From an optimization exercise on the open Yosys and OpenROAD flow, aimed at small area and a short achievable clock period; shortcuts taken in it are not production practice.
Function was not checked in any run shown here: the RTL went through the layout flow alone.
The flow treats the clock pin as an ideal source. Dropping or thinning the clock tree relies on that and would not hold on a real chip.
No activity file was given, so power comes from the tool's default toggle rates.

==> design.v <==
`default_nettype none
package coreSvcPkg;
	typedef struct packed {
		logic [3-1:0] size;
		logic [8-1:0]  tag;
		logic [64-1:0] data;
	} returnBeat_t;
	typedef struct packed {
		logic req;
		logic ena;
		logic ack;
	} intCtrl_t;
	typedef struct packed {
		logic empty;
		logic bkpt;
	} coreState_t;
endpackage
`default_nettype wire
`timescale 1ns/1ps
`default_nettype none
module returnFifo #(
	parameter int depth = 16
) (
	input  logic                    EXTCLK,
	input  logic                    rstN,
	input  logic                    wr,
	input  coreSvcPkg::returnBeat_t wrBeat,
	input  logic                    rdNow,
	output logic [depth-1:0]        rdSel,
	output logic [depth*(3+8+64)-1:0] memFlat,
	output logic                    notEmpty,
	output logic                    notEmptyNext,
	output logic                    full,
	output logic                    fullOut
);
	localparam int beatW = 3 + 8 + 64;
	logic [beatW-1:0] mem [0:depth-1];
	logic [depth-1:0] wrPtr;
	logic [depth-1:0] rdPtr;
	logic [depth-1:0] wrPtrNext;
	logic [depth-1:0] rdPtrNext;
	logic             fifteen;
	logic             two;
	logic             oneLeft;
	logic             oneLeftNext;
	logic             fullNext;
	logic             doWr;
	assign doWr = wr & ~full;
	always_comb
	begin
		if (fullNext)
			wrPtrNext = '0;
		else if (full)
			wrPtrNext = rdPtr;
		else if (doWr)
			wrPtrNext = {wrPtr[depth-2:0], wrPtr[depth-1]};
		else
			wrPtrNext = wrPtr;
	end
	assign rdPtrNext = rdNow ? {rdPtr[depth-2:0], rdPtr[depth-1]} : rdPtr;
	assign fifteen = |({wrPtr[depth-2:0], wrPtr[depth-1]} & rdPtr);
	assign two = |({rdPtr[depth-3:0], rdPtr[depth-1:depth-2]} & wrPtr);
	assign notEmptyNext = doWr | (notEmpty & ~(rdNow & oneLeft));
	assign fullNext = (full & ~rdNow) | (doWr & ~rdNow & fifteen);
	always_comb
	begin
		case ({doWr, rdNow})
			2'b10: oneLeftNext = ~notEmpty;
			2'b01: oneLeftNext = two;
			default: oneLeftNext = oneLeft;
		endcase
	end
	assign rdSel = rdPtr & {depth{rdNow}};
	genvar i;
	generate
		for (i = 0; i < depth; i++) begin : g_ent
			assign memFlat[i*beatW +: beatW] = mem[i];
			always_ff @(posedge EXTCLK)
			begin
				if (wrPtr[i])
					mem[i] <= wrBeat;
			end
		end
	endgenerate
	always_ff @(posedge EXTCLK or negedge rstN)
	begin
		if (!rstN)
		begin
			wrPtr <= depth'(1);
			rdPtr <= depth'(1);
			notEmpty <= 1'b0;
			full <= 1'b0;
			oneLeft <= 1'b0;
			fullOut <= 1'b0;
		end
		else
		begin
			wrPtr <= wrPtrNext;
			rdPtr <= rdPtrNext;
			notEmpty <= notEmptyNext;
			full <= fullNext;
			oneLeft <= oneLeftNext;
			fullOut <= (fullOut & ~rdNow) | (doWr & ~rdNow & fifteen);
		end
	end
endmodule
`default_nettype wire
`timescale 1ns/1ps
`default_nettype none
module returnArbiter #(
	parameter int depth = 16
) (
	input  logic                    EXTCLK,
	input  logic                    rstN,
	input  logic                    netWr,
	input  coreSvcPkg::returnBeat_t netWrBeat,
	output logic                    netFull,
	input  logic                    streamNotEmpty,
	input  logic                    streamNotEmptyNext,
	input  logic [depth-1:0]        streamSel,
	input  logic [depth*(3+8+64)-1:0] streamMem,
	output logic                    streamRd,
	input  logic                    localDrdy,
	input  coreSvcPkg::returnBeat_t localBeat,
	output logic                    localRd,
	output logic                    coreDrdy,
	output coreSvcPkg::returnBeat_t coreBeat
);
	localparam int beatW = 3 + 8 + 64;
	logic             netSel;
	logic             localBusy;
	logic             localSel;
	logic [beatW-1:0] netHead;
	logic [beatW-1:0] nextBeat;
	assign netFull = 1'b0;
	always_ff @(posedge EXTCLK or negedge rstN)
	begin
		if (!rstN)
		begin
			netSel <= 1'b0;
			streamRd <= 1'b0;
			localBusy <= 1'b0;
		end
		else
		begin
			netSel <= netWr;
			streamRd <= ~netWr & streamNotEmptyNext;
			localBusy <= netWr | streamNotEmptyNext;
		end
	end
	always_ff @(posedge EXTCLK)
		netHead <= netWrBeat;
	assign localRd = ~localBusy & localDrdy;
	assign localSel = ~netSel & ~streamNotEmpty;
	always_comb
	begin
		nextBeat = ({beatW{netSel}} & netHead) | ({beatW{localSel}} & localBeat);
		for (int i = 0; i < depth; i++)
			nextBeat = nextBeat | ({beatW{streamSel[i]}} & streamMem[i*beatW +: beatW]);
	end
	always_ff @(posedge EXTCLK or negedge rstN)
	begin
		if (!rstN)
			coreDrdy <= 1'b0;
		else
			coreDrdy <= localBusy | localDrdy;
	end
	always_ff @(posedge EXTCLK)
		coreBeat <= nextBeat;
endmodule
`default_nettype wire
`timescale 1ns/1ps
`default_nettype none
module tickGen #(
	parameter int scale = 20
) (
	input  logic EXTCLK,
	input  logic rstN,
	output logic tickPulse
);
	localparam int cntW = $clog2(scale);
	logic [cntW-1:0] cnt;
	logic            lastCycle;
	assign lastCycle = (cnt == cntW'(scale - 1));
	always_ff @(posedge EXTCLK or negedge rstN)
	begin
		if (!rstN)
		begin
			cnt <= '0;
			tickPulse <= 1'b0;
		end
		else
		begin
			cnt <= lastCycle ? '0 : cnt + 1'b1;
			tickPulse <= lastCycle;
		end
	end
endmodule
`default_nettype wire
`timescale 1ns/1ps
`default_nettype none
module intSequencer (
	input  logic                   EXTCLK,
	input  logic                   rstN,
	input  coreSvcPkg::intCtrl_t   intCtrl,
	input  coreSvcPkg::coreState_t coreState,
	output logic                   coreStop,
	output logic                   msgIntReq
);
	logic pendingReg;
	logic intPending;
	logic reqSent;
	logic fire;
	assign intPending = pendingReg & intCtrl.ena;
	assign coreStop = intPending;
	assign fire = intPending & coreState.empty & ~coreState.bkpt & ~reqSent;
	always_ff @(posedge EXTCLK or negedge rstN)
	begin
		if (!rstN)
		begin
			pendingReg <= 1'b0;
			reqSent <= 1'b0;
			msgIntReq <= 1'b0;
		end
		else
		begin
			pendingReg <= (intPending | intCtrl.req) & ~intCtrl.ack & intCtrl.ena;
			reqSent <= (reqSent | fire) & intPending;
			msgIntReq <= fire;
		end
	end
endmodule
`default_nettype wire
`timescale 1ns/1ps
`default_nettype none
module coreSvc (
	input  logic                    EXTCLK,
	input  logic                    rstN,
	input  logic                    streamWr,
	input  coreSvcPkg::returnBeat_t streamWrBeat,
	output logic                    streamFull,
	input  logic                    netWr,
	input  coreSvcPkg::returnBeat_t netWrBeat,
	output logic                    netFull,
	input  logic                    localDrdy,
	input  coreSvcPkg::returnBeat_t localBeat,
	output logic                    localRd,
	output logic                    coreDrdy,
	output coreSvcPkg::returnBeat_t coreBeat,
	output logic                    tickPulse,
	input  coreSvcPkg::intCtrl_t    intCtrl,
	input  coreSvcPkg::coreState_t  coreState,
	output logic                    coreStop,
	output logic                    msgIntReq
);
	localparam int depth = 16;
	localparam int beatW = 3 + 8 + 64;
	logic [depth-1:0]       streamSel;
	logic [depth*beatW-1:0] streamMem;
	logic                   streamNotEmpty;
	logic                   streamNotEmptyNext;
	logic                   streamRd;
	returnFifo streamFifo (.EXTCLK(EXTCLK), .rstN(rstN), .wr(streamWr), .wrBeat(streamWrBeat),
		.rdNow(streamRd), .rdSel(streamSel), .memFlat(streamMem),
		.notEmpty(streamNotEmpty), .notEmptyNext(streamNotEmptyNext), .full(), .fullOut(streamFull));
	returnArbiter arbiter (.EXTCLK(EXTCLK), .rstN(rstN),
		.netWr(netWr), .netWrBeat(netWrBeat), .netFull(netFull),
		.streamNotEmpty(streamNotEmpty), .streamNotEmptyNext(streamNotEmptyNext),
		.streamSel(streamSel), .streamMem(streamMem), .streamRd(streamRd),
		.localDrdy(localDrdy), .localBeat(localBeat), .localRd(localRd),
		.coreDrdy(coreDrdy), .coreBeat(coreBeat));
	tickGen tick (.EXTCLK(EXTCLK), .rstN(rstN), .tickPulse(tickPulse));
	intSequencer intSeq (.EXTCLK(EXTCLK), .rstN(rstN), .intCtrl(intCtrl),
		.coreState(coreState), .coreStop(coreStop), .msgIntReq(msgIntReq));
endmodule
`default_nettype wire
==> flow/run.sh <==
#!/bin/bash
# The standard layout (standard.sh, unchanged synthesis) with two changes:
#  - port buffers made from buf_2 instead of the resizer's default pick
#  - clock tree sinks clustered by 25 within 200 um, without dummy loads
cp standard.sh standard_sh.txt.log
export BUFFER_PORTS_ARGS="-buffer_cell sky130_fd_sc_hd__buf_2"
export CTS_ARGS="-sink_clustering_enable -repair_clock_nets -sink_clustering_size 25 -sink_clustering_max_diameter 200 -dont_use_dummy_load"
bash standard.sh > standard.log 2>&1
==> standard.sh <==
#!/bin/bash
# synth_recipe.tcl (not shown) runs the flow's synth.tcl, then flattens the netlist and writes it again
# the make line also repeats each setting of config.mk as NAME=value (left out here)
make -C /OpenROAD-flow-scripts/flow DESIGN_CONFIG=/design/flow/config.mk WORK_HOME=/design/flow/orfs CLKGATE_MAP_FILE= SYNTH_SCRIPT=/design/flow/synth_recipe.tcl "${@:-finish}"
==> config.mk <==
export PLATFORM = sky130hd
export DESIGN_NAME = coreSvc
export DESIGN_NICKNAME = coreSvc
export VERILOG_FILES = /design/flow/design.v
export SDC_FILE = /design/flow/constraint.sdc
export NUM_CORES = 4
export LEC_CHECK = 0
export CAP_MARGIN = 20
export CORE_MARGIN = 2
export CORE_UTILIZATION = 60
export SETUP_SLACK_MARGIN = 1.9
export SLEW_MARGIN = 20
==> constraint.sdc <==
create_clock -name core_clock -period 4.0 [get_ports {EXTCLK}]
set_input_delay 0.8000 -clock core_clock [delete_from_list [all_inputs] [get_ports {EXTCLK}]]
set_output_delay 0.8000 -clock core_clock [all_outputs]
set_load 0.01 [all_outputs]
==> impl_metrics.yaml, run 1 <==
floorplan:
  rows: 104
  core-area_mm2: 0.08055
  fp.dieW_um: 289.5
  die_area_mm2: 0.08379
  start_util: 0.6070
  io_pins: 317
  die_h_um: 289.5
global_route:
  grt_max_degree: 54
  grt_pass1_vias: 27001
  grtUsageTotal: 0.3314
  antenna_found_initial: 9
  grt_pass1_wl_um: 195200
  overflow: 0
placed_design:
  io_buffers: 315
  gp_congestion: 0.7683
  place_inst: 3805
  hpwlAfterDp_um: 69130
  place_ws_ps: 1415
drt:
  drtIter0Drc: 3803
  postRouteAntennaNets: 0
  routedWlPerCell_um: 35.98
  wirelength_um: 140600
  routed_via_density: 7.177
  vias: 28054
  firstDrtPassIters: 5
  drc: 0
power:
  p_sw_frac: 0.1975
  combPwrFrac: 0.029
  p_per_area_mw_per_mm2: 436.7
  pwr-share-clk: 0.291
  power.share.sequential: 0.680
  total_power_mw: 23.50
  p_leak_nw: 17.12
  p_int_mw: 18.86
  vdd_drop_max_v: 0.0004140
  power.switching_mw: 4.642
yosys:
  synth_cells: 2549
  ys_seq_elements: 1399
  synth_top_area_cell: "edfxtp_1"
  syn_avg_cell_area_um2: 19.18
  synth_area_leaders: "edfxtp_1 74%, dfxtp_1 6.1%, a22oi_1 5.5%"
  yosysUniqueCellTypes: 45
  synth_fp_nets: 2787
  syn-cell-area_mm2: 0.04889
  seq_area_frac_synth: 0.8235
  yosysWarnings: 5
  synth_top_area_frac: 0.7370
cells_and_area:
  area_growth_pct: 10.07
  final_cell_mix: "1200 x edfxtp_1, 356 x a22oi_1, 313 x buf_2"
  layout.cells.non_filler: 3909
  drive_above_1_share: 0.1904
  final_nets: 3082
  fill_cells: 5390
  final_common_cell: "edfxtp_1"
run:
  maxCapViolCount: 0
clocking:
  clk_pin_slew_worst_paths_ps: 100
  cts_tree: "done"
  cts_inserted_buffers: 61
  insertion_delay_ps: 670
  cts_buffer_depth: 3
  cts.sinks: 1399
  root_buffer: "clkbuf_16"
  h-tree-depth: 2
sta:
  worstMarginPinSlew_ps: 873.0
  clock_skew_ps: 23.96
  rsz0062_at_grt: "yes"
  hold_viol: 0
  setup_viol: 0
  fin_crit_ps: 2217
  holdWs_ps: 114.1
  fmax_ghz: 0.4510
  maxSlewViolCount: 0
  finalWorstSetupSlack_ps: 1783
  post-route-period-util: 0.5544
  fin_tns_setup_ps: 0
  slew_headroom: 0.4180
run_status:
  outcome: "timing/DRC/antenna clean"
worst_setup_path:
  crit_path_end_kind: "primary output"
  critPathLaunchType: "register"
  critPathRequiredTime_ps: 3200
  arrival_ps: 1420
  critPathKind: "register to primary output"
  worstPathMaxFanout: 2
worst_hold_path:
  worstHoldPathType: "primary input to asynchronous set/reset pin"
repair_timing:
action | in CTS | in global routing
setup buffers | 19 | 13
cloned | 3 | 1
resized for setup | 38 | 6
hold buffers | 0 | 0
setup endpoints to repair | 546 | 36
pin swaps | 5 | 2
layer usage:
metal  share of wire  track usage
met5         0.00054            0
met4           0.031      0.08879
met3            0.11      0.06378
met2            0.47       0.5246
met1            0.39       0.4796
cells by family after synthesis:
kind of cell,Yosys count,share of synthesized area
and+or+nand+nor,119,0.01617
AOI/OAI and AO/OA,832,0.1394
muxes,6,0.001356
adders and majority gates,3,0.0007678
buffers and inverters,187,0.01830
other,1,0.00007670
DFF,1399,0.8235
xor gates and xnor gates,2,0.0003583
synthesized netlist by cell type (all sizes together):
cell     count
a21o        11
a21oi        3
a221oi     172
a222oi       1
a22o       175
a22oi      356
a2bb2oi     16
a31oi       26
a32oi        5
a41o        49
and2        11
and3        10
buf        116
clkbuf      64
conb         1
dfrtp       47
dfstp        2
dfxtp      150
edfxtp    1200
ha           3
inv          7
mux2         5
mux2i        1
nand2        4
nand2b       1
nand3       11
nand4       41
nand4b      27
nor2         7
nor2b        2
nor3b        2
nor4b        1
nor4bb       1
o21a         1
o21ai       17
or2          1
xnor2        2
cell type report:
cell class	count	area [um^2]	area share
flip-flops and latches	1399	40380	0.7502
multi-input cells	967	7821	0.1453
repair buffers	408	2719	0.05052
clock buffers	61	1526	0.02836
well taps	1060	1326	0.02464
inverters	7	31.28	0.0005812
diodes	7	17.52	0.0003255
final timing paths:
| path | to | cells past startpoint | start | slack, ps |
|---|---|---|---|---|
| min reg2reg | arbiter.coreBeat[72] | 2 | streamFifo.mem[12][72] | 460 |
| max reg2reg | arbiter.coreBeat[15] | 5 | streamFifo.rdPtr[6] | 1890 |
| min in group core_clock | arbiter.netHead[24] | 1 | netWrBeat[24] | 220 |
| max | localRd | 2 | arbiter.localBusy | 1780 |
| max in group asynchronous | tick.cnt[0] | 2 | rstN | 3320 |
| min | arbiter.coreDrdy | 1 | rstN | 110 |
worst max-delay path, cell delays in order (launching register included):
cell and delay, ps:
dfrtp_1 450, nor2b_1 150, buf_2 140
flip-flops by register name, summed over array words and instances (netlist names):
register             flops
streamFifo.wrPtr        16
streamFifo.full          1
intSeq.pendingReg        1
streamFifo.fullOut       1
tick.tickPulse           1
streamFifo.notEmpty      1
streamFifo.oneLeft       1
arbiter.netSel           1
arbiter.localBusy        1
intSeq.reqSent           1
streamFifo.mem        1200
arbiter.coreDrdy         1
arbiter.netHead         75
tick.cnt                 5
arbiter.coreBeat        75
arbiter.streamRd         1
intSeq.msgIntReq         1
streamFifo.rdPtr        16
metrics by stage:
step / util / instance area [um^2]
floorplan: - / 48920
global placement: 0.6403 / 51580
detailed placement: 0.6403 / 51580
CTS: 0.6650 / 53570
global route: 0.6680 / 53810
finish: 0.6682 / 53820
power groups by stage:
stage | sequential [mW] | clock (mW) | combinational (mW)
floorplan | 16.3 | 0 | 0.188
global placement | 16.3 | 0 | 0.636
detailed placement | 16.3 | 0 | 0.661
CTS | 16.0 | 6.91 | 0.675
global route | 16.0 | 7.37 | 0.743
finish | 16.0 | 6.84 | 0.689
==> inputs of run 2 (changes only) <==
==> flow/run.sh (replaced) <==
#!/bin/bash
# The standard layout (standard.sh, unchanged synthesis) with two changes:
#  - port buffers made from buf_1 instead of the resizer's default pick
#  - clock tree sinks clustered by 25 within 200 um, without dummy loads
cp standard.sh standard_sh.txt.log
export BUFFER_PORTS_ARGS="-buffer_cell sky130_fd_sc_hd__buf_1"
export CTS_ARGS="-sink_clustering_enable -repair_clock_nets -sink_clustering_size 25 -sink_clustering_max_diameter 200 -dont_use_dummy_load"
bash standard.sh > standard.log 2>&1
==> run 2 against run 1 <==
Largest cell class unchanged. Clock-buffer cell count is the same. Non-clock buffer count rose by 2. Still clean. Final cell count stayed put.
==> impl_metrics.yaml, run 2 <==
run_status:
  outcome: "timing/DRC/antenna clean"
floorplan:
  fp.dieW_um: 289.5
  io_pins: 317
  core-area_mm2: 0.08055
  die_area_mm2: 0.08379
  rows: 104
  start_util: 0.6070
  die_h_um: 289.5
cells_and_area:
  largest_reg_flops: 1200
  post-route-util: 0.6631
  reg_top3: "streamFifo.mem: 1200 flops, arbiter.coreBeat: 75 flops, arbiter.netHead: 75 flops"
  top_register: "streamFifo.mem"
  layout.cell_area.non_filler_mm2: 0.05341
  area_growth_pct: 9.235
  drive_above_1_share: 0.08158
  final_nets: 3084
  layout.cells.non_filler: 3909
  final_cell_mix: "1200 x edfxtp_1, 356 x a22oi_1, 310 x buf_1"
  final_common_cell: "edfxtp_1"
global_route:
  grt_pass1_vias: 26947
  antenna_found_initial: 6
  grtUsageTotal: 0.3251
  grt_pass1_wl_um: 192300
  grt_max_degree: 57
  overflow: 0
clocking:
  cts_buffer_depth: 3
  cts.sinks: 1399
  insertion_delay_ps: 680
  h-tree-depth: 2
  root_buffer: "clkbuf_16"
  cts_hold_buf: 0
  cts_tree: "done"
  cts_inserted_buffers: 61
  clk_pin_slew_worst_paths_ps: 100
power:
  pwr-share-clk: 0.291
  p_sw_frac: 0.1967
  power.switching_mw: 4.608
  power.share.sequential: 0.682
  p_per_area_mw_per_mm2: 438.5
  combPwrFrac: 0.027
  p_int_mw: 18.81
  p_leak_nw: 16.21
  total_power_mw: 23.42
  vdd_drop_max_v: 0.0003767
sta:
  slew_headroom: 0.3317
  fmax_ghz: 0.4661
  fin_crit_ps: 2146
  hold_viol: 0
  fin_tns_setup_ps: 0
  rsz0062_at_grt: "yes"
  maxSlewViolCount: 0
  post-route-period-util: 0.5364
  holdWs_ps: 172.7
  finalWorstSetupSlack_ps: 1855
  clock_skew_ps: 43.18
  worstMarginPinSlew_ps: 1003
  setup_viol: 0
yosys:
  synth_top_area_cell: "edfxtp_1"
  ys_seq_elements: 1399
  synth_most_common_cell: "edfxtp_1"
  syn_avg_cell_area_um2: 19.18
  synthSimpleGateAreaFrac: 0.01617
  syn-cell-area_mm2: 0.04889
  synth-edff-count: 1200
  synth_cells: 2549
  synth_top_area_frac: 0.7370
  synth_area_leaders: "edfxtp_1 74%, dfxtp_1 6.1%, a22oi_1 5.5%"
  yosysUniqueCellTypes: 45
  seq_area_frac_synth: 0.8235
  synth.area.mux_share: 0.001356
  async_reset_ff_frac: 0.03503
  synth_compound_area_frac: 0.1394
  yosysWarnings: 5
  yosys.area_share.adder: 0.0007677
  synth_top_flop_cell: "edfxtp_1"
  synth_top_family_by_area: "compound AO/OA/AOI/OAI gates"
  synth-xor-area-share: 0.0003583
  synth_fp_nets: 2787
  synthTopCellsByCount: "1200 x edfxtp_1, 356 x a22oi_1, 175 x a22o_1, 161 x a221oi_1, 150 x dfxtp_1"
placed_design:
  place_inst: 3809
  hpwlAfterDp_um: 69390
  io_buffers: 315
  gp_congestion: 0.7859
  place_area_mm2: 0.05118
  place_ws_ps: 1511
worst_setup_path:
  cp_slowest_stage_delay_ps: 480
  worstPathMaxFanout: 32
  critPathLaunchType: "register"
  cpMaxStageDelayCell: "dfrtp_2"
  arrival_ps: 2750
  crit_chain: "buf_4 -> a22o_1 -> a221oi_4 -> nand4_2 -> o21ai_0"
  critPathRequiredTime_ps: 4600
  crit_path_start: "streamFifo.rdPtr[13]"
  r2r-start: "streamFifo.rdPtr[13]"
  critPathKind: "register to register"
  crit_path_end_kind: "register"
drt:
  wirelength_um: 138800
  drc: 0
  routed_via_density: 7.138
  firstDrtPassIters: 6
  postRouteAntennaNets: 0
  routedWlPerCell_um: 35.51
  drtIter0Drc: 3579
  vias: 27904
run:
  maxCapViolCount: 0
worst_hold_path:
  worstHoldPathType: "primary input to asynchronous set/reset pin"
run 2: cell counts after synthesis:
No cell type changed its count.
run 2: cell type report:
class / count / area (um^2)
inverters: 7 / 33.78
fillers: 5428 / 27140
clock buffers: 61 / 1526
well taps: 1060 / 1326
multi-input cells: 967 / 7845
repair buffers: 410 / 2285
flip-flops and latches: 1399 / 40380
diodes: 5 / 12.51
run 2: path summary, 6_finish.rpt:
check,endpoint,slack (ps),cells after the start
max,streamFifo.wrPtr[1],1850,5
min,arbiter.localBusy,170,1
max reg2reg,streamFifo.wrPtr[1],1850,5
min reg2reg,intSeq.msgIntReq,440,1
max in group asynchronous,streamFifo.rdPtr[7],2900,2
min in group core_clock,arbiter.netHead[68],210,1
run 2: timing repair:
action | CTS | global route
pin swaps | 4 | 0
buffers inserted | 16 | 14
endpoints found under the setup margin | 499 | 32
gates resized for setup | 36 | 7
gates cloned | 3 | 1
run 2: kinds of logic (layout without fill, tap and decap cells):
kind of cell,count (synthesis),in the layout
simple gates,119,123
mux,6,6
buf+inv,187,478
other cells,1,6
flops,1399,1399
xor+xnor,2,2
fa+ha+maj,3,3
compound gates,832,832
run 2: power by group through the flow:
stage	Sequential [mW]	Combinational, mW	Clock (mW)
after floorplan	16.3	0.188	0
after CTS	16.0	0.617	6.90
final	16.0	0.633	6.81
after detailed placement	16.3	0.607	0
after global routing	16.0	0.686	7.35
after global placement	16.3	0.582	0
run 2: metal layers:
metal	vias to the layer above	wire length [um]	part of all wire	track usage
li1	11365	-	-	-
met1	14643	54850	0.40	0.4808
met2	1669	66030	0.48	0.5170
met3	223	14150	0.10	0.04787
met4	4	3757	0.027	0.08299
met5	-	24	0.00017	0
run 2: worst max-delay path, delay by kind of cell, from the launching register on:
kind	cells	cell delay, ps
compound gates	3	900
simple gates	1	320
flops	1	480
buf+inv	1	350
==> inputs of run 3 (changes only) <==
--- a/design.v
+++ b/design.v
@@ -153,9 +153,15 @@
 	assign localRd = ~localBusy & localDrdy;
 	assign localSel = ~netSel & ~streamNotEmpty;
+	logic [beatW-1:0] pairBeat [0:depth/2-1];
+	logic [depth/2-1:0] pairSel;
 	always_comb
 	begin
 		nextBeat = ({beatW{netSel}} & netHead) | ({beatW{localSel}} & localBeat);
-		for (int i = 0; i < depth; i++)
-			nextBeat = nextBeat | ({beatW{streamSel[i]}} & streamMem[i*beatW +: beatW]);
+		for (int i = 0; i < depth/2; i++)
+		begin
+			pairSel[i] = streamSel[2*i] | streamSel[2*i+1];
+			pairBeat[i] = streamSel[2*i+1] ? streamMem[(2*i+1)*beatW +: beatW] : streamMem[(2*i)*beatW +: beatW];
+			nextBeat = nextBeat | ({beatW{pairSel[i]}} & pairBeat[i]);
+		end
 	end
 	always_ff @(posedge EXTCLK or negedge rstN)
==> flow/run.sh (replaced) <==
#!/bin/bash
# The standard layout (standard.sh, unchanged synthesis) with two changes:
#  - port buffers made from buf_2 instead of the resizer's default pick
#  - clock tree sinks clustered by 25 within 200 um, without dummy loads
cp standard.sh standard_sh.txt.log
export BUFFER_PORTS_ARGS="-buffer_cell sky130_fd_sc_hd__buf_2"
export CTS_ARGS="-sink_clustering_enable -repair_clock_nets -sink_clustering_size 25 -sink_clustering_max_diameter 200 -dont_use_dummy_load"
bash standard.sh > standard.log 2>&1
==> run 3 against run 2 <==
Synthesized cell count is 3.1% lower. Worst hold slack worse by 76 ps. Critical path type unchanged. Highest routed layer is now met4. First-iteration DRC count is 26% higher. Largest cell class unchanged. Final cell count is 1.1% lower. Routed wire length is 6.1% lower.
==> impl_metrics.yaml, run 3 <==
run_status:
  outcome: "timing/DRC/antenna clean"
sta:
  fin_crit_ps: 2119
  worstMarginPinSlew_ps: 986.5
  setup_viol: 0
  fin_tns_setup_ps: 0
  fmax_ghz: 0.4718
  finalWorstSetupSlack_ps: 1881
  slew_headroom: 0.3416
  post-route-period-util: 0.5298
  maxSlewViolCount: 0
  clock_skew_ps: 45.18
  rsz0062_at_grt: "yes"
  hold_viol: 0
yosys:
  syn_avg_cell_area_um2: 19.47
  synth_top_family_by_area: "compound AO/OA/AOI/OAI gates"
  synth-xor-area-share: 0.0003642
  synth_top_area_cell: "edfxtp_1"
  synth_cells: 2470
  synthSimpleGateAreaFrac: 0.02146
  seq_area_frac_synth: 0.8372
  synth_fp_nets: 2708
  synth_top_flop_cell: "edfxtp_1"
  yosysWarnings: 6
  syn-cell-area_mm2: 0.04809
  synth-edff-count: 1200
  synth_compound_area_frac: 0.1216
  yosys.area_share.adder: 0.0007805
  ys_seq_elements: 1399
  async_reset_ff_frac: 0.03503
  synthTopCellsByCount: "1200 x edfxtp_1, 287 x a222oi_1, 172 x a22oi_1, 150 x dfxtp_1, 144 x nand3_1"
  synth_top_area_frac: 0.7493
  yosysUniqueCellTypes: 40
  synth_area_leaders: "edfxtp_1 75%, dfxtp_1 6.2%, a222oi_1 6.0%"
  synth_most_common_cell: "edfxtp_1"
  synth.area.mux_share: 0.002289
power:
  p_sw_frac: 0.1964
  p_per_area_mw_per_mm2: 436.8
  vdd_drop_max_v: 0.0004419
  p_int_mw: 18.86
  pwr-share-clk: 0.290
  power.switching_mw: 4.611
  power.share.sequential: 0.680
  combPwrFrac: 0.030
  p_leak_nw: 17.55
  total_power_mw: 23.47
worst_hold_path:
  worstHoldPathType: "primary input to asynchronous set/reset pin"
run:
  maxCapViolCount: 0
cells_and_area:
  final_cell_mix: "1200 x edfxtp_1, 313 x buf_2, 287 x a222oi_1"
  largest_reg_flops: 1200
  layout.cells.non_filler: 3867
  n_antenna_cell: 0
  drive_above_1_share: 0.2091
  top_register: "streamFifo.mem"
  fill_cells: 5231
  final_common_cell: "edfxtp_1"
  final_nets: 3057
  reg_top3: "streamFifo.mem: 1200 flops, arbiter.coreBeat: 75 flops, arbiter.netHead: 75 flops"
  area_growth_pct: 11.73
global_route:
  grt-busiest-layer: "met2"
  grt_pass1_vias: 27105
  met2_usage: 0.5044
  overflow: 0
  use_met3: 0.04016
  grt_max_degree: 57
  grtUsageTotal: 0.3122
  grt_use_met1: 0.4604
  antenna_found_initial: 0
  grt_pass1_wl_um: 185300
worst_setup_path:
  crit_path_end_kind: "register"
  rrSetupSlack_ps: 1880
  critPathKind: "register to register"
  worstPathMaxFanout: 25
  arrival_ps: 2640
  critPathRequiredTime_ps: 4520
  critPathLaunchType: "register"
placed_design:
  io_buffers: 315
  place_ws_ps: 1318
  gp_congestion: 0.7714
  hpwlAfterDp_um: 67270
  place_inst: 3735
clocking:
  cts_buffer_depth: 3
  root_buffer: "clkbuf_16"
  cts_hold_buf: 0
  cts.sinks: 1399
  insertion_delay_ps: 680
  clk_pin_slew_worst_paths_ps: 90
  cts_inserted_buffers: 61
  h-tree-depth: 2
  cts_tree: "done"
floorplan:
  rows: 103
  start_util: 0.6078
  io_pins: 317
  fp.dieW_um: 287.1
  die_area_mm2: 0.08244
  die_h_um: 287.1
  core-area_mm2: 0.07913
drt:
  postRouteAntennaNets: 0
  routedWlPerCell_um: 33.71
  firstDrtPassIters: 7
  drc: 0
  routed_via_density: 7.075
  wirelength_um: 130400
  vias: 27360
  drtIter0Drc: 4494
## run 3: cell count changes after synthesis, sizes merged, moves of 51 or more
| cell | previous run | this run |
|---|---|---|
| a222oi | 1 | 287 |
| a22o | 175 | 26 |
| a22oi | 356 | 172 |
| a21o | 11 | 67 |
| buf | 116 | 65 |
| nand3 | 11 | 144 |
| a221oi | 172 | 78 |
## run 3: area by class of cell
type | count | area [um^2] | area share
sequential | 1399 | 40350 | 0.7510
multi-input combinational | 891 | 7297 | 0.1358
timing repair buffer | 449 | 3172 | 0.05903
clock buffer | 61 | 1526 | 0.02841
tap | 1050 | 1314 | 0.02445
inverter | 17 | 71.32 | 0.001327
## run 3: final timing paths
check,endpoint,depth (start not counted),from
min reg2reg,arbiter.coreBeat[30],2,streamFifo.mem[9][30]
min,tick.cnt[2],1,rstN
max,arbiter.coreBeat[1],6,arbiter.streamRd
min in group core_clock,arbiter.netHead[68],1,netWrBeat[68]
max in group asynchronous,streamFifo.wrPtr[0],2,rstN
max reg2reg,arbiter.coreBeat[1],6,arbiter.streamRd
## run 3: through the flow
stage	utilization	hold WS (ps)	area (um^2)
6_report	0.6791	97.08	53730
5_1_grt	0.6791	125.2	53730
4_1_cts	0.6744	182.7	53360
3_5_place_dp	0.6450	437.8	51040
3_3_place_gp	0.6450	428.1	51040
2_1_floorplan	-	410.9	48140
## run 3: routing by layer
layer / share of wire / vias to the layer above
li1: - / 11262
met1: 0.40 / 14345
met2: 0.48 / 1580
met5: 0 / -
met3: 0.097 / 173
met4: 0.025 / 0
## run 3: power by group through the flow
stage,clock network [mW],registers (mW),logic (mW)
floorplan,0,16.3,0.176
global placement,0,16.3,0.640
detailed placement,0,16.3,0.664
CTS,6.89,16.0,0.699
global route,7.32,16.0,0.758
finish,6.80,16.0,0.705
## run 3: what timing repair did
item | in CTS | in global routing
gates cloned | 2 | 1
endpoints found under the setup margin | 664 | 99
resized for setup | 36 | 39
buffers inserted | 52 | 16
pin swaps | 8 | 16
## run 3: kinds of logic after synthesis
logic type                 after synthesis
xor gates and xnor gates                 2
buffers and inverters                  182
AOI/OAI and AO/OA                      666
DFF                                   1399
and+or+nand+nor                        207
other                                    1
adders and majority gates                3
muxes                                   10
## run 3: critical path, stage by stage, from the launching register on
cell,delay [ps]
dfrtp_1,370
buf_4,220
inv_8,240
nor2_4,110
buf_12,170
a222oi_1,700
nand3_1,140
==> inputs of run 4 (changes only) <==
--- a/design.v
+++ b/design.v
@@ -170,5 +170,5 @@
 			coreDrdy <= 1'b0;
 		else
-			coreDrdy <= localBusy | localDrdy;
+			coreDrdy <= netSel | streamNotEmpty | localDrdy;
 	end
 	always_ff @(posedge EXTCLK)
@@ -215,9 +215,10 @@
 );
 	logic pendingReg;
+	logic pendingOut;
 	logic intPending;
 	logic reqSent;
 	logic fire;
 	assign intPending = pendingReg & intCtrl.ena;
-	assign coreStop = intPending;
+	assign coreStop = pendingOut & intCtrl.ena;
 	assign fire = intPending & coreState.empty & ~coreState.bkpt & ~reqSent;
 	always_ff @(posedge EXTCLK or negedge rstN)
@@ -226,4 +227,5 @@
 		begin
 			pendingReg <= 1'b0;
+			pendingOut <= 1'b0;
 			reqSent <= 1'b0;
 			msgIntReq <= 1'b0;
@@ -232,4 +234,5 @@
 		begin
 			pendingReg <= (intPending | intCtrl.req) & ~intCtrl.ack & intCtrl.ena;
+			pendingOut <= (pendingOut & intCtrl.ena | intCtrl.req) & ~intCtrl.ack & intCtrl.ena;
 			reqSent <= (reqSent | fire) & intPending;
 			msgIntReq <= fire;
==> run 4 against run 3 <==
Still clean. Via count rose by 3.0%. Final area rose by 1.6%. Fmax fell by 1.0%. Register-to-register slack improved by 30 ps. Setup slack got worse by 22 ps. Critical path depth fell by 4. Power rose by 0.78%. Combinational power rose by 17%. Critical path type is now register to primary output.
==> impl_metrics.yaml, run 4 <==
cells_and_area:
  reg_top3: "streamFifo.mem: 1200 flops, arbiter.coreBeat: 75 flops, arbiter.netHead: 75 flops"
  drive_above_1_share: 0.1985
  area_growth_pct: 10.39
  largest_reg_flops: 1200
  post-route-util: 0.6667
  final_nets: 3136
  final_cell_mix: "1200 x edfxtp_1, 314 x buf_2, 191 x a22oi_1"
  top_register: "streamFifo.mem"
  final_common_cell: "edfxtp_1"
  fill_cells: 5527
yosys:
  synthTopCellsByCount: "1200 x edfxtp_1, 191 x a22oi_1, 150 x dfxtp_1, 138 x a22o_1, 114 x a221oi_1"
  synth_area_leaders: "edfxtp_1 73%, dfxtp_1 6.1%, a22oi_1 2.9%"
  seq_area_frac_synth: 0.8151
  ys_seq_elements: 1400
  syn_avg_cell_area_um2: 19.06
  synth-edff-count: 1200
  synth_most_common_cell: "edfxtp_1"
  async_reset_ff_frac: 0.03571
  synth_fp_nets: 2831
  synth_top_area_cell: "edfxtp_1"
  synth_top_area_frac: 0.7290
  yosysWarnings: 6
  synth_cells: 2593
  syn-cell-area_mm2: 0.04943
  synth_top_flop_cell: "edfxtp_1"
  yosysUniqueCellTypes: 51
clocking:
  clk_pin_slew_worst_paths_ps: 90
  root_buffer: "clkbuf_16"
  cts_hold_buf: 0
  cts.sinks: 1400
  cts_tree: "done"
  cts_buffer_depth: 3
  h-tree-depth: 2
  cts_inserted_buffers: 61
  insertion_delay_ps: 690
worst_setup_path:
  critPathRequiredTime_ps: 3200
  r2r-end: "arbiter.coreBeat[0]"
  critPathLaunchType: "register"
  arrival_ps: 1340
  rrSetupSlack_ps: 1910
  critPathKind: "register to primary output"
  r2r-start: "arbiter.netSel"
  crit_path_end_kind: "primary output"
  r2r_cells: 5
  worstPathMaxFanout: 1
power:
  p_per_area_mw_per_mm2: 433.5
  vdd_drop_max_v: 0.0004586
  p_leak_nw: 17.22
placed_design:
  hpwlAfterDp_um: 68650
  place_ws_ps: 1394
  io_buffers: 315
  gp_congestion: 0.7744
floorplan:
  die_area_mm2: 0.08470
  fp.dieW_um: 291.0
  core-area_mm2: 0.08185
  rows: 105
  start_util: 0.6040
  die_h_um: 291.0
  io_pins: 317
worst_hold_path:
  whs_endpoint: "arbiter.netHead[29]"
  worstHoldPathType: "primary input to register"
  worstHoldStart: "netWrBeat[29]"
  hold_depth: 1
sta:
  worstMarginPinSlew_ps: 1116
  finalWorstSetupSlack_ps: 1858
  maxSlewViolCount: 0
  clock_skew_ps: 32.52
  rsz0062_at_grt: "yes"
  hold_viol: 0
  fmax_ghz: 0.4669
  setup_viol: 0
  post-route-period-util: 0.5355
  fin_crit_ps: 2142
  fin_tns_setup_ps: 0
  slew_headroom: 0.2532
run_status:
  outcome: "timing/DRC/antenna clean"
global_route:
  antenna_found_initial: 5
  grt_pass1_wl_um: 191700
  grt_max_degree: 83
  grt_pass1_vias: 27798
  grtUsageTotal: 0.3114
  overflow: 0
drt:
  drtIter0Drc: 3586
  drc: 0
  routed_via_density: 7.099
  postRouteAntennaNets: 0
  wirelength_um: 133800
  routedWlPerCell_um: 33.71
  firstDrtPassIters: 7
  vias: 28170
run:
  maxCapViolCount: 0
==> run 4: cell families (layout without fill, tap and decap cells) <==
kind of cell / after synthesis / after routing / share of synthesized area
simple gates: 177 / 181 / 0.02027
mux: 13 / 13 / 0.002936
compound gates: 798 / 798 / 0.1403
flops: 1400 / 1400 / 0.8151
xor+xnor: 2 / 2 / 0.0003544
fa+ha+maj: 3 / 3 / 0.0007594
buf+inv: 199 / 498 / 0.02025
other cells: 1 / 3 / 0.00007586
==> run 4: worst max-delay path by stage <==
stage                                    start                    to  slack, ps  depth (start not counted)
after global placement     streamFifo.rdPtr[1]   arbiter.coreBeat[5]       1420                          5
after floorplan           streamFifo.wrPtr[15]  streamFifo.wrPtr[14]       1920                          5
after detailed placement  streamFifo.rdPtr[15]  arbiter.coreBeat[22]       1390                          6
after CTS                    arbiter.localBusy               localRd       1820                          2
after global routing         arbiter.localBusy               localRd       1760                          2
final                        arbiter.localBusy               localRd       1860                          2
==> run 4: metal layers <==
metal	global-route usage	up-vias	part of all wire
li1	-	11597	-
met1	0.4583	14794	0.41
met2	0.5011	1585	0.47
met3	0.04719	190	0.096
met4	0.06786	4	0.023
met5	0	-	0.00022
==> run 4: report_power, final <==
group	switching [mW]	internal (mW)
combinational	0.533	0.289
sequential	0.0671	15.9
clock	4.13	2.72
==> run 4: what timing repair did <==
action,in CTS,in global routing
pin swaps,2,0
endpoints found under the hold margin,0,0
resized for setup,34,14
endpoints found under the setup margin,460,67
buffers inserted,38,11
gates cloned,4,0
==> run 4: critical path, cell delays in order, from the launching register on <==
cell and delay, ps:
dfrtp_1 410, nor2b_1 120, buf_2 140
==> run 4: metrics by stage <==
stage	instances	power (mW)	cell area (um^2)	hold WS, ps
floorplan	2593	16.59	49460	410.9
global route	3967	24.30	54570	179.3
global placement	3851	17.06	52150	423.0
CTS	3955	23.75	54370	176.0
finish	3968	23.65	54570	207.8
detailed placement	3852	17.09	52170	431.9
==> run 4: cell type report <==
cell class                      instances  area, um^2  share of cell area
Multi-Input combinational cell        998        8299              0.1521
Antenna cell                            2       5.005          0.00009172
Timing Repair Buffer                  427        2970             0.05443
Sequential cell                      1400       40390              0.7401
Tap cell                             1070        1339             0.02453
Clock buffer                           61        1526             0.02797
Inverter                               10       40.04           0.0007337
==> inputs of run 5 (changes only) <==
--- a/config.mk
+++ b/config.mk
@@ -9,4 +9,4 @@
 export CORE_MARGIN = 2
 export CORE_UTILIZATION = 60
-export SETUP_SLACK_MARGIN = 1.9
+export SETUP_SLACK_MARGIN = 2.0
 export SLEW_MARGIN = 20
==> run 5 against run 4 <==
Register-to-register slack improved by 100 ps. Highest routed layer unchanged. Global-route usage is 0.53 points higher. Sequential power barely moved. Non-clock buffer count up 37. Clock-buffer cell count unchanged. First-iteration DRC count up 2.0%. Via count grew 0.91%.
==> impl_metrics.yaml, run 5 <==
yosys:
  synthTopCellsByCount: "1200 x edfxtp_1, 191 x a22oi_1, 150 x dfxtp_1, 138 x a22o_1, 114 x a221oi_1"
  synth_fp_nets: 2831
  syn-cell-area_mm2: 0.04943
  synth_cells: 2593
  synth_top_flop_cell: "edfxtp_1"
  yosysUniqueCellTypes: 51
  async_reset_ff_frac: 0.03571
  syn_avg_cell_area_um2: 19.06
  synth_most_common_cell: "edfxtp_1"
  synth-edff-count: 1200
  synth_top_area_cell: "edfxtp_1"
  yosysWarnings: 6
  synth_top_area_frac: 0.7290
  seq_area_frac_synth: 0.8151
  synth_area_leaders: "edfxtp_1 73%, dfxtp_1 6.1%, a22oi_1 2.9%"
  ys_seq_elements: 1400
sta:
  slew_headroom: 0.4444
  clock_skew_ps: 25.04
  fin_tns_setup_ps: 0
  maxSlewViolCount: 0
  hold_viol: 0
  rsz0062_at_grt: "yes"
  fmax_ghz: 0.4653
  finalWorstSetupSlack_ps: 1851
  post-route-period-util: 0.5372
  holdWs_ps: 132.4
  worstMarginPinSlew_ps: 833.4
  fin_crit_ps: 2149
  setup_viol: 0
cells_and_area:
  largest_reg_flops: 1200
  top_register: "streamFifo.mem"
  reg_top3: "streamFifo.mem: 1200 flops, arbiter.coreBeat: 75 flops, arbiter.netHead: 75 flops"
  drive_above_1_share: 0.2186
  final_cell_mix: "1200 x edfxtp_1, 300 x buf_2, 191 x a22oi_1"
  final_common_cell: "edfxtp_1"
  area_growth_pct: 11.77
  final_nets: 3172
floorplan:
  die_area_mm2: 0.08470
  rows: 105
  core-area_mm2: 0.08185
  start_util: 0.6040
  fp.dieW_um: 291.0
  io_pins: 317
  die_h_um: 291.0
power:
  p_leak_nw: 17.51
  p_per_area_mw_per_mm2: 427.9
  vdd_drop_max_v: 0.0004079
placed_design:
  gp_congestion: 0.7774
  place_ws_ps: 1288
  hpwlAfterDp_um: 66690
  io_buffers: 315
global_route:
  grt-busiest-layer: "met2"
  antenna_found_initial: 3
  use_met3: 0.05436
  grt_use_met1: 0.4657
  grtUsageTotal: 0.3167
  grt_pass1_wl_um: 193900
  overflow: 0
  met2_usage: 0.5031
  grt_max_degree: 79
  grt_pass1_vias: 27861
drt:
  routed_via_density: 7.101
  routedWlPerCell_um: 33.86
  drtIter0Drc: 3658
  vias: 28425
  postRouteAntennaNets: 0
  firstDrtPassIters: 6
  wirelength_um: 135500
  drc: 0
worst_setup_path:
  critPathKind: "register to primary output"
  worstPathMaxFanout: 1
  critPathRequiredTime_ps: 3200
  critPathLaunchType: "register"
  arrival_ps: 1350
  crit_path_end_kind: "primary output"
clocking:
  cts_tree: "done"
  cts_hold_buf: 0
  clk_pin_slew_worst_paths_ps: 90
  cts.sinks: 1400
  root_buffer: "clkbuf_16"
  h-tree-depth: 2
  insertion_delay_ps: 680
  cts_inserted_buffers: 61
  cts_buffer_depth: 3
run:
  maxCapViolCount: 0
run_status:
  outcome: "timing/DRC/antenna clean"
worst_hold_path:
  worstHoldPathType: "primary input to asynchronous set/reset pin"
run 5: cell counts after synthesis:
Identical to the previous run, type by type.
run 5: what timing repair did:
item	4_1_cts	5_1_grt
setup buffers	71	19
setup endpoints to repair	744	84
gates resized for setup	82	34
cloned	3	1
hold endpoints to repair	0	0
pin swaps	4	3
run 5: final cells by class:
class | count | area, um^2
flip-flops and latches | 1400 | 40450
fillers | 5413 | 26600
clock buffers | 61 | 1526
diodes | 1 | 2.502
multi-input cells | 997 | 8322
inverters | 10 | 53.80
well taps | 1070 | 1339
repair buffers | 464 | 3561
run 5: power by group:
part	switching, mW	internal, mW
clock	4.09	2.72
combinational	0.538	0.302
sequential	0.0727	15.9
total	4.70	18.9
run 5: worst paths after layout:
check | startpoint | slack (ps) | endpoint | cells after the start
max in group asynchronous | rstN | 3180 | streamFifo.wrPtr[0] | 2
min reg2reg | intSeq.reqSent | 450 | intSeq.msgIntReq | 1
min | rstN | 130 | arbiter.coreDrdy | 1
max | arbiter.localBusy | 1850 | localRd | 2
min in group core_clock | netWrBeat[39] | 210 | arbiter.netHead[39] | 1
max reg2reg | streamFifo.wrPtr[11] | 2010 | streamFifo.mem[11][7] | 1
run 5: critical path: stages, from the launching register on:
cell and delay [ps]:
dfrtp_1 440, nor2b_1 120, buf_2 130
run 5: logic make-up (layout without fill, tap and decap cells):
family                     count (synthesis)  count (layout)  share of synthesized area
buffers and inverters                    199             535                    0.02025
AOI/OAI and AO/OA                        798             798                     0.1403
muxes                                     13              13                   0.002936
xor gates and xnor gates                   2               2                  0.0003544
and+or+nand+nor                          177             180                    0.02027
DFF                                     1400            1400                     0.8151
adders and majority gates                  3               3                  0.0007594
other                                      1               2                 0.00007586
run 5: metal layers:
layer | wire (um) | share of wire
met2 | 63930 | 0.47
met1 | 54340 | 0.40
met4 | 3243 | 0.024
met5 | 29 | 0.00021
met3 | 13990 | 0.10
run 5: through the flow:
step / std cells / total power, mW / util / area, um^2
2_1_floorplan: 2593 / 16.60 / - / 49510
3_5_place_dp: 3846 / 17.09 / 0.6355 / 52020
4_1_cts: 3981 / 23.71 / 0.6707 / 54890
5_1_grt: 4003 / 24.28 / 0.6750 / 55250
6_report: 4003 / 23.64 / 0.6750 / 55250
3_3_place_gp: 3846 / 17.06 / 0.6355 / 52020
==> inputs of run 6 (changes only) <==
==> flow/run.sh (replaced) <==
#!/bin/bash
# The standard layout (standard.sh, unchanged synthesis) with two changes:
#  - port buffers made from buf_1 instead of the resizer's default pick
#  - clock tree sinks clustered by 25 within 200 um, without dummy loads
cp standard.sh standard_sh.txt.log
export BUFFER_PORTS_ARGS="-buffer_cell sky130_fd_sc_hd__buf_1"
export CTS_ARGS="-sink_clustering_enable -repair_clock_nets -sink_clustering_size 25 -sink_clustering_max_diameter 200 -dont_use_dummy_load"
bash standard.sh > standard.log 2>&1
--- a/config.mk
+++ b/config.mk
@@ -9,4 +9,4 @@
 export CORE_MARGIN = 2
 export CORE_UTILIZATION = 60
-export SETUP_SLACK_MARGIN = 2.0
+export SETUP_SLACK_MARGIN = 1.9
 export SLEW_MARGIN = 20
==> run 6 against run 5 <==
Largest power group unchanged. Still clean. Sequential power hardly changed. Via count about the same. Final area decreased by 1.4%. Critical path type unchanged. Register-to-register slack lost 80 ps. First-iteration DRC count is 4.3% higher.
==> impl_metrics.yaml, run 6 <==
cells_and_area:
  drive_above_1_share: 0.09887
  final_common_cell: "edfxtp_1"
  final_nets: 3153
  top_register: "streamFifo.mem"
  post-route-util: 0.6653
  final_cell_mix: "1200 x edfxtp_1, 310 x buf_1, 191 x a22oi_1"
  reg_top3: "streamFifo.mem: 1200 flops, arbiter.coreBeat: 75 flops, arbiter.netHead: 75 flops"
  fill_cells: 5508
  area_growth_pct: 10.16
  largest_reg_flops: 1200
yosys:
  synth-xor-area-share: 0.0003544
  syn_avg_cell_area_um2: 19.06
  yosysUniqueCellTypes: 51
  yosysWarnings: 6
  synth_cells: 2593
  synth_area_leaders: "edfxtp_1 73%, dfxtp_1 6.1%, a22oi_1 2.9%"
  synth_compound_area_frac: 0.1403
  syn-cell-area_mm2: 0.04943
  synth_top_area_frac: 0.7290
  ys_seq_elements: 1400
  synth_top_area_cell: "edfxtp_1"
  synth_fp_nets: 2831
  synth_top_family_by_area: "compound AO/OA/AOI/OAI gates"
  synthSimpleGateAreaFrac: 0.02027
  synth-edff-count: 1200
  synth_top_flop_cell: "edfxtp_1"
  async_reset_ff_frac: 0.03571
  synth_most_common_cell: "edfxtp_1"
  synth.area.mux_share: 0.002936
  synthTopCellsByCount: "1200 x edfxtp_1, 191 x a22oi_1, 150 x dfxtp_1, 138 x a22o_1, 114 x a221oi_1"
  yosys.area_share.adder: 0.0007593
  seq_area_frac_synth: 0.8151
floorplan:
  core-area_mm2: 0.08185
  die_h_um: 291.0
  fp.dieW_um: 291.0
  die_area_mm2: 0.08470
  rows: 105
  io_pins: 317
  start_util: 0.6040
clocking:
  h-tree-depth: 2
  cts.sinks: 1400
  clk_pin_slew_worst_paths_ps: 100
  cts_hold_buf: 0
  cts_inserted_buffers: 61
  insertion_delay_ps: 690
  cts_buffer_depth: 3
  cts_tree: "done"
  root_buffer: "clkbuf_16"
worst_setup_path:
  arrival_ps: 1360
  cpMaxStageDelayCell: "dfrtp_1"
  critPathLaunchType: "register"
  r2r-start: "streamFifo.rdPtr[4]"
  crit_path_end_kind: "primary output"
  crit_chain: "nor2b_1 -> buf_2"
  critPathKind: "register to primary output"
  crit_family: "flip-flops"
  critPathRequiredTime_ps: 3200
  path_buf_inv: 1
  worstPathMaxFanout: 1
  r2r-end: "arbiter.coreBeat[73]"
  r2r_cells: 5
  cp_slowest_stage_delay_ps: 440
  rrSetupSlack_ps: 1930
global_route:
  grtUsageTotal: 0.3150
  overflow: 0
  grt_max_degree: 76
  antenna_found_initial: 6
  grt_pass1_wl_um: 193300
  grt_pass1_vias: 27832
power:
  vdd_drop_max_v: 0.0004453
  p_per_area_mw_per_mm2: 433.4
  p_leak_nw: 16.43
drt:
  routedWlPerCell_um: 34.02
  postRouteAntennaNets: 0
  firstDrtPassIters: 6
  vias: 28401
  drtIter0Drc: 3815
  wirelength_um: 135600
  drc: 0
  routed_via_density: 7.125
placed_design:
  place_ws_ps: 1312
  gp_congestion: 0.7856
  hpwlAfterDp_um: 66870
  io_buffers: 315
sta:
  fmax_ghz: 0.4636
  post-route-period-util: 0.5392
  clock_skew_ps: 39.33
  setup_viol: 0
  slew_headroom: 0.3444
  maxSlewViolCount: 0
  worstMarginPinSlew_ps: 983.5
  hold_viol: 0
  fin_crit_ps: 2157
  finalWorstSetupSlack_ps: 1843
  fin_tns_setup_ps: 0
  rsz0062_at_grt: "yes"
worst_hold_path:
  hold_depth: 1
  worstHoldPathType: "primary input to register"
  worstHoldStart: "netWrBeat[36]"
  whs_endpoint: "arbiter.netHead[36]"
run_status:
  outcome: "timing/DRC/antenna clean"
run:
  maxCapViolCount: 0
-- run 6: cell counts after synthesis --
No cell type changed its count.
-- run 6: report_power, final --
part | switching (mW) | internal, mW
sequential | 0.0557 | 15.9
combinational | 0.549 | 0.252
clock | 4.10 | 2.72
-- run 6: stage by stage --
step	instances	power, mW	hold WS (ps)	area [um^2]
2_1_floorplan	2593	16.59	410.9	49460
3_3_place_gp	3844	17.00	424.3	51650
3_5_place_dp	3846	17.03	430.2	51690
4_1_cts	3963	23.67	171.8	54150
5_1_grt	3985	24.23	176.7	54450
6_report	3986	23.60	199.3	54450
-- run 6: final cells by class --
type                    count  area, um^2  share of cell area
repair buffers            445        2808             0.05156
diodes                      3       7.507           0.0001379
clock buffers              61        1526             0.02803
well taps                1070        1339             0.02459
flip-flops and latches   1400       40400              0.7419
multi-input cells         997        8327              0.1529
inverters                  10       50.05           0.0009191
-- run 6: repair_timing --
item | 4_1_cts | 5_1_grt
cloned | 2 | 1
endpoints found under the setup margin | 572 | 71
resized for setup | 41 | 14
pin swaps | 1 | 1
setup buffers | 54 | 19
-- run 6: kinds of logic after synthesis --
group / count (synthesis)
AOI/OAI and AO/OA: 798
xor gates and xnor gates: 2
adders and majority gates: 3
buffers and inverters: 199
DFF: 1400
muxes: 13
other: 1
and+or+nand+nor: 177
-- run 6: how the worst max path moves through the flow --
stage	from	to	depth (start not counted)
3_5_place_dp	streamFifo.rdPtr[3]	arbiter.coreBeat[9]	5
6_report	arbiter.localBusy	localRd	2
2_1_floorplan	streamFifo.wrPtr[15]	streamFifo.wrPtr[14]	5
5_1_grt	arbiter.localBusy	localRd	2
3_3_place_gp	arbiter.netSel	arbiter.coreBeat[2]	5
4_1_cts	arbiter.localBusy	localRd	2
-- run 6: metal layers --
| metal | vias up | wire length (um) | track usage |
|---|---|---|---|
| met3 | 225 | 14680 | 0.05704 |
| met5 | - | 27 | 0 |
| met2 | 1717 | 62910 | 0.4912 |
| li1 | 11641 | - | - |
| met1 | 14814 | 54380 | 0.4665 |
| met4 | 4 | 3614 | 0.08063 |
==> inputs of run 7 (changes only) <==
==> flow/run.sh (replaced) <==
#!/bin/bash
# The standard layout (standard.sh, unchanged synthesis) with these changes:
#  - port buffers made from buf_2 instead of the resizer's default pick
#  - clock tree sinks clustered by 25 within 200 um, without dummy loads
#  - after CTS (post_cts.tcl): the clock root buffer is removed and the clock
#    port drives the mid-level clock buffers directly, merged to 4 of them,
#    so registers get the clock through two balanced buffer levels
cp standard.sh standard_sh.txt.log
export BUFFER_PORTS_ARGS="-buffer_cell sky130_fd_sc_hd__buf_2"
export CTS_ARGS="-sink_clustering_enable -repair_clock_nets -sink_clustering_size 25 -sink_clustering_max_diameter 200 -dont_use_dummy_load"
export POST_CTS_TCL="$(pwd)/flow/post_cts.tcl"
bash standard.sh > standard.log 2>&1
==> flow/flatroot.tcl (new file) <==
proc clk_is_buf {inst} { return [string match "sky130_fd_sc_hd__clkbuf_*" [[$inst getMaster] getName]] }
proc flatten_clock_root {max_port_pins} {
  set block [ord::get_db_block]
  set port_net [$block findNet EXTCLK]
  # root: the clock buffer on the port net
  set root ""
  foreach it [$port_net getITerms] { if {[clk_is_buf [$it getInst]]} { set root [$it getInst] } }
  if {$root eq ""} { puts "flatten_clock_root: no root"; return }
  set n0 [[$root findITerm X] getNet]
  set mids {}
  foreach it [$n0 getITerms] {
    if {[$it getInst] ne $root} { lappend mids [$it getInst] }
  }
  puts "flatten_clock_root: root [$root getName] drives [llength $mids] buffers"
  # merge mids pairwise by nearest neighbour until at most max_port_pins remain
  while {[llength $mids] > $max_port_pins} {
    set best ""; set bd 1e18
    for {set i 0} {$i < [llength $mids]} {incr i} {
      for {set j [expr $i+1]} {$j < [llength $mids]} {incr j} {
        set a [lindex $mids $i]; set b [lindex $mids $j]
        lassign [$a getLocation] ax ay; lassign [$b getLocation] bx by
        set d [expr {abs($ax-$bx)+abs($ay-$by)}]
        if {$d < $bd} { set bd $d; set best [list $i $j] }
      }
    }
    lassign $best i j
    set a [lindex $mids $i]; set b [lindex $mids $j]
    set na [[$a findITerm X] getNet]; set nb [[$b findITerm X] getNet]
    foreach it [$nb getITerms] {
      if {[$it getInst] eq $b} { continue }
      $it disconnect; $it connect $na
    }
    # move the kept buffer halfway towards the merged one
    lassign [$a getLocation] ax ay; lassign [$b getLocation] bx by
    $a setLocation [expr {($ax+$bx)/2}] [expr {($ay+$by)/2}]
    [$b findITerm A] disconnect; [$b findITerm X] disconnect
    odb::dbInst_destroy $b; odb::dbNet_destroy $nb
    set mids [lreplace $mids $j $j]
  }
  foreach m $mids { set it [$m findITerm A]; $it disconnect; $it connect $port_net }
  [$root findITerm A] disconnect; [$root findITerm X] disconnect
  odb::dbInst_destroy $root; odb::dbNet_destroy $n0
  puts "flatten_clock_root: port now drives [llength $mids] clock buffers"
}
==> flow/post_cts.tcl (new file) <==
# Runs at the end of ORFS's cts.tcl (POST_CTS_TCL hook).
source [file join [file dirname [info script]] flatroot.tcl]
flatten_clock_root 4
detailed_placement
check_placement -verbose
estimate_parasitics -placement
report_clock_latency
==> run 7 against run 6 <==
Clock power fell by 1%. Largest cell class unchanged. Clock-buffer cell count is 1 lower. Via count decreased by 1.0%. Sequential share of layout area decreased by 0.095 points.
==> impl_metrics.yaml, run 7 <==
floorplan:
  io_pins: 317
  die_h_um: 291.0
  core-area_mm2: 0.08185
  die_area_mm2: 0.08470
  fp.dieW_um: 291.0
  start_util: 0.6040
  rows: 105
power:
  p_per_area_mw_per_mm2: 431.7
  vdd_drop_max_v: 0.0004619
  total_power_mw: 23.53
  p_leak_nw: 17.19
cells_and_area:
  area_growth_pct: 10.27
  layout.cell_area.non_filler_mm2: 0.05451
  final_cell_mix: "1200 x edfxtp_1, 314 x buf_2, 191 x a22oi_1"
  drive_above_1_share: 0.1973
  final_nets: 3134
  post-route-util: 0.6660
  top_register: "streamFifo.mem"
  reg_top3: "streamFifo.mem: 1200 flops, arbiter.coreBeat: 75 flops, arbiter.netHead: 75 flops"
  final_common_cell: "edfxtp_1"
  largest_reg_flops: 1200
  fill_cells: 5535
drt:
  firstDrtPassIters: 9
  postRouteAntennaNets: 0
  drc: 0
  routed_via_density: 7.084
  drtIter0Drc: 3664
  wirelength_um: 133600
  vias: 28104
  routedWlPerCell_um: 33.69
placed_design:
  hpwlAfterDp_um: 68650
  place_area_mm2: 0.05217
  gp_congestion: 0.7744
  io_buffers: 315
sta:
  setup_viol: 0
  slew_headroom: 0.2365
  maxSlewViolCount: 0
  post-route-period-util: 0.5281
  fin_crit_ps: 2112
  holdWs_ps: 405.7
  worstMarginPinSlew_ps: 1141
  hold_viol: 0
  fmax_ghz: 0.4734
  clock_skew_ps: 34.39
  rsz0062_at_grt: "yes"
  fin_tns_setup_ps: 0
yosys:
  synth.area.mux_share: 0.002936
  yosysWarnings: 6
  synthTopCellsByCount: "1200 x edfxtp_1, 191 x a22oi_1, 150 x dfxtp_1, 138 x a22o_1, 114 x a221oi_1"
  yosysUniqueCellTypes: 51
  synthSimpleGateAreaFrac: 0.02027
  synth-edff-count: 1200
  synth_compound_area_frac: 0.1403
  ys_seq_elements: 1400
  synth-xor-area-share: 0.0003544
  async_reset_ff_frac: 0.03571
  syn_avg_cell_area_um2: 19.06
  synth_top_family_by_area: "compound AO/OA/AOI/OAI gates"
  synth_most_common_cell: "edfxtp_1"
  yosys.area_share.adder: 0.0007593
  synth_top_area_cell: "edfxtp_1"
  synth_area_leaders: "edfxtp_1 73%, dfxtp_1 6.1%, a22oi_1 2.9%"
  syn-cell-area_mm2: 0.04943
  synth_cells: 2593
  synth_top_area_frac: 0.7290
  synth_top_flop_cell: "edfxtp_1"
  synth_fp_nets: 2831
  seq_area_frac_synth: 0.8151
worst_setup_path:
  crit_path_start: "streamFifo.notEmpty"
  r2r-start: "streamFifo.notEmpty"
  crit_end: "arbiter.coreBeat[0]"
  critPathLaunchType: "register"
  critPathKind: "register to register"
  r2r_cells: 5
  r2r-end: "arbiter.coreBeat[0]"
  worstPathMaxFanout: 11
  crit_path_end_kind: "register"
  rrSetupSlack_ps: 1890
  critPathRequiredTime_ps: 4360
  arrival_ps: 2480
global_route:
  grt_pass1_wl_um: 191500
  antenna_found_initial: 4
  grtUsageTotal: 0.3105
  overflow: 0
  grt_max_degree: 83
  grt_pass1_vias: 27772
clocking:
  clk_pin_slew_worst_paths_ps: 100
  insertion_delay_ps: 490
  cts.sinks: 1400
worst_hold_path:
  worstHoldPathType: "primary input to register"
run:
  maxCapViolCount: 0
run_status:
  outcome: "timing/DRC/antenna clean"
-- run 7: per-layer routing --
layer	routed length, um	up-vias	GRT usage	share of wire
li1	-	11587	-	-
met1	54510	14802	0.4594	0.41
met2	63380	1528	0.5004	0.47
met3	12840	185	0.04474	0.096
met4	2900	2	0.06432	0.022
met5	16	-	0	0.00012
-- run 7: cell families after synthesis --
family | Yosys count
flip-flops | 1400
AND/OR/NAND/NOR | 177
other | 1
XOR/XNOR | 2
adder cells (fa/ha/maj) | 3
AO/OA/AOI/OAI | 798
multiplexers | 13
buffers and inverters | 199
-- run 7: worst max-delay path, cell delays in order, from the launching register on --
cell and delay, ps:
dfrtp_1 700, nor2_4 180, buf_12 200, a32o_1 200
a221o_1 320, or3_1 380
-- run 7: worst min-delay path by stage --
stage          slack, ps            from  cells after the start             endpoint
2_1_floorplan        410  intSeq.reqSent                      1     intSeq.msgIntReq
3_3_place_gp         420  intSeq.reqSent                      1     intSeq.msgIntReq
3_5_place_dp         430  intSeq.reqSent                      1     intSeq.msgIntReq
5_1_grt              380   netWrBeat[23]                      1  arbiter.netHead[23]
6_report             410   netWrBeat[29]                      1  arbiter.netHead[29]
-- run 7: power by group --
| part | switching [mW] | total [mW] | internal [mW] |
|---|---|---|---|
| clock network | 4.05 | 6.72 | 2.68 |
| logic | 0.535 | 0.824 | 0.289 |
| registers | 0.0671 | 16.0 | 15.9 |
| total | 4.65 | 23.5 | 18.9 |
-- run 7: through the flow --
step / instances / worst slack, ps
floorplan: 2593 / 1915
global placement: 3851 / 1421
detailed placement: 3852 / 1394
global route: 3965 / 1868
finish: 3967 / 1888
-- run 7: cell type report --
class	instances	area [um^2]	share of cell area
Sequential cell	1400	40390	0.7409
Inverter	10	40.04	0.0007345
Timing Repair Buffer	426	2943	0.05399
Clock buffer	60	1501	0.02754
Multi-Input combinational cell	998	8293	0.1521
Tap cell	1070	1339	0.02456
Antenna cell	3	7.507	0.0001377
==> inputs of run 8 (changes only) <==
--- a/config.mk
+++ b/config.mk
@@ -9,4 +9,4 @@
 export CORE_MARGIN = 2
 export CORE_UTILIZATION = 60
-export SETUP_SLACK_MARGIN = 1.9
+export SETUP_SLACK_MARGIN = 2.05
 export SLEW_MARGIN = 20
==> run 8 against run 7 <==
Still clean on timing, DRC and antenna. Synthesized cell count stayed put. First-iteration DRC count rose by 1.0%. Sequential share of layout area shrank 1.4 points. Clock-buffer cell count unchanged. Critical path depth is the same. Highest routed layer is now met4.
==> impl_metrics.yaml, run 8 <==
run_status:
  outcome: "timing/DRC/antenna clean"
worst_setup_path:
  crit_path_end_kind: "register"
  critPathLaunchType: "register"
  critPathKind: "register to register"
  crit_chain: "buf_6 -> a22o_1 -> a221oi_1 -> a41o_1 -> o211ai_1"
  worstPathMaxFanout: 45
  cp_slowest_stage_delay_ps: 540
  crit_path_start: "streamFifo.rdPtr[9]"
  critPathRequiredTime_ps: 4350
  r2r-start: "streamFifo.rdPtr[9]"
  arrival_ps: 2330
  cpMaxStageDelayCell: "dfrtp_4"
power:
  total_power_mw: 23.63
  p_int_mw: 18.94
  power.switching_mw: 4.694
  combPwrFrac: 0.038
  p_sw_frac: 0.1986
  vdd_drop_max_v: 0.0003696
  p_per_area_mw_per_mm2: 424.6
  power.share.sequential: 0.677
  p_leak_nw: 17.61
  pwr-share-clk: 0.285
cells_and_area:
  seqCellArea_mm2: 0.04045
  layout.cell_area.non_filler_mm2: 0.05565
  drive_above_1_share: 0.2313
  final_nets: 3175
  reg_top3: "streamFifo.mem: 1200 flops, arbiter.coreBeat: 75 flops, arbiter.netHead: 75 flops"
  final_cell_mix: "1200 x edfxtp_1, 283 x buf_2, 184 x a22oi_1"
  layout.cells.non_filler: 4007
  multi_input_area_mm2: 0.008483
  top_register: "streamFifo.mem"
  fill_cells: 5283
  largest_reg_flops: 1200
  final_common_cell: "edfxtp_1"
  area_growth_pct: 12.57
  post-route-util: 0.6799
sta:
  fmax_ghz: 0.5054
  rsz0062_at_grt: "yes"
  worstMarginPinSlew_ps: 989.2
  maxSlewViolCount: 0
  setup_viol: 0
  fin_crit_ps: 1979
  post-route-period-util: 0.4947
  holdWs_ps: 404.0
  slew_headroom: 0.3405
  finalWorstSetupSlack_ps: 2021
  hold_viol: 0
  fin_tns_setup_ps: 0
  clock_skew_ps: 47.57
placed_design:
  place_ws_ps: 1305
  place_inst: 3852
  io_buffers: 315
  hpwlAfterDp_um: 68170
  gp_congestion: 0.7756
  place_area_mm2: 0.05212
floorplan:
  die_area_mm2: 0.08470
  io_pins: 317
  rows: 105
  core-area_mm2: 0.08185
  fp.dieW_um: 291.0
  start_util: 0.6040
  die_h_um: 291.0
drt:
  routedWlPerCell_um: 33.99
  wl_met1_um: 54830
  drtIter0Drc: 3702
  met3_length_um: 14020
  routed_via_density: 7.089
  firstDrtPassIters: 6
  wirelength_um: 136200
  postRouteAntennaNets: 0
  top_layer_used: "met4"
  drc: 0
  vias: 28406
  dr_wl_met2_um: 63780
yosys:
  synthTopCellsByCount: "1200 x edfxtp_1, 191 x a22oi_1, 150 x dfxtp_1, 138 x a22o_1, 114 x a221oi_1"
  ys_seq_elements: 1400
  synth_top_flop_cell: "edfxtp_1"
  synth-edff-count: 1200
  synth_most_common_cell: "edfxtp_1"
  syn_avg_cell_area_um2: 19.06
  async_reset_ff_frac: 0.03571
  seq_area_frac_synth: 0.8151
  synth_top_area_frac: 0.7290
  synth_fp_nets: 2831
  yosysWarnings: 6
  synth_top_area_cell: "edfxtp_1"
  synth_cells: 2593
  syn-cell-area_mm2: 0.04943
  yosysUniqueCellTypes: 51
  synth_area_leaders: "edfxtp_1 73%, dfxtp_1 6.1%, a22oi_1 2.9%"
global_route:
  grt_pass1_wl_um: 194500
  grt_max_degree: 59
  overflow: 0
  grtUsageTotal: 0.3161
  grt_pass1_vias: 28102
  antenna_found_initial: 6
clocking:
  cts.sinks: 1400
  insertion_delay_ps: 490
  clk_pin_slew_worst_paths_ps: 100
worst_hold_path:
  worstHoldPathType: "primary input to register"
  worstHoldStart: "netWrBeat[73]"
run:
  maxCapViolCount: 0
## run 8: critical path: cells and delay by family (launching register included)
family | cells | cell delay, ps
flops | 1 | 540
compound gates | 4 | 990
buf+inv | 1 | 280
## run 8: final timing paths
check	end	slack, ps	cells after the start
min in group asynchronous	streamFifo.wrPtr[10]	480	1
max	arbiter.coreBeat[36]	2020	5
min reg2reg	tick.cnt[0]	480	1
max in group asynchronous	streamFifo.wrPtr[0]	2650	2
min	arbiter.netHead[73]	400	1
max reg2reg	arbiter.coreBeat[36]	2020	5
## run 8: area by class of cell
| cell class | instances | area share |
|---|---|---|
| repair buffers | 469 | 0.06865 |
| clock buffers | 60 | 0.02698 |
| multi-input cells | 996 | 0.1524 |
| inverters | 10 | 0.0008994 |
| flip-flops and latches | 1400 | 0.7269 |
| diodes | 2 | 0.00008994 |
| well taps | 1070 | 0.02406 |
## run 8: logic make-up (layout without fill, tap and decap cells)
family                   count (synthesis)  count (layout)  share of synthesized area
flip-flops                            1400            1400                     0.8151
AO/OA/AOI/OAI                          798             798                     0.1403
buffers and inverters                  199             539                    0.02025
AND/OR/NAND/NOR                        177             179                    0.02027
multiplexers                            13              13                   0.002936
adder cells (fa/ha/maj)                  3               3                  0.0007594
XOR/XNOR                                 2               2                  0.0003544
other                                    1               3                 0.00007586
## run 8: metal layers
metal  global-route usage  up-vias
li1                     -    11682
met1               0.4732    14792
met2               0.4993     1729
met3              0.04467      203
met4              0.07734        0
met5                    0        -
## run 8: power by group through the flow
stage               Sequential [mW]  Combinational [mW]  Clock [mW]
global route                   16.0               0.962        7.27
global placement               16.3               0.727           0
detailed placement             16.3               0.758           0
floorplan                      16.3               0.279           0
finish                         16.0               0.901        6.74

Setup slack of run 8, layout unchanged: 2.021 ns with ideal ports, 1.947 ns with driving cells assumed (clock clkbuf_16, inputs buf_2), 1.782 ns with port delays also shifted by the 0.607 ns mid clock arrival.
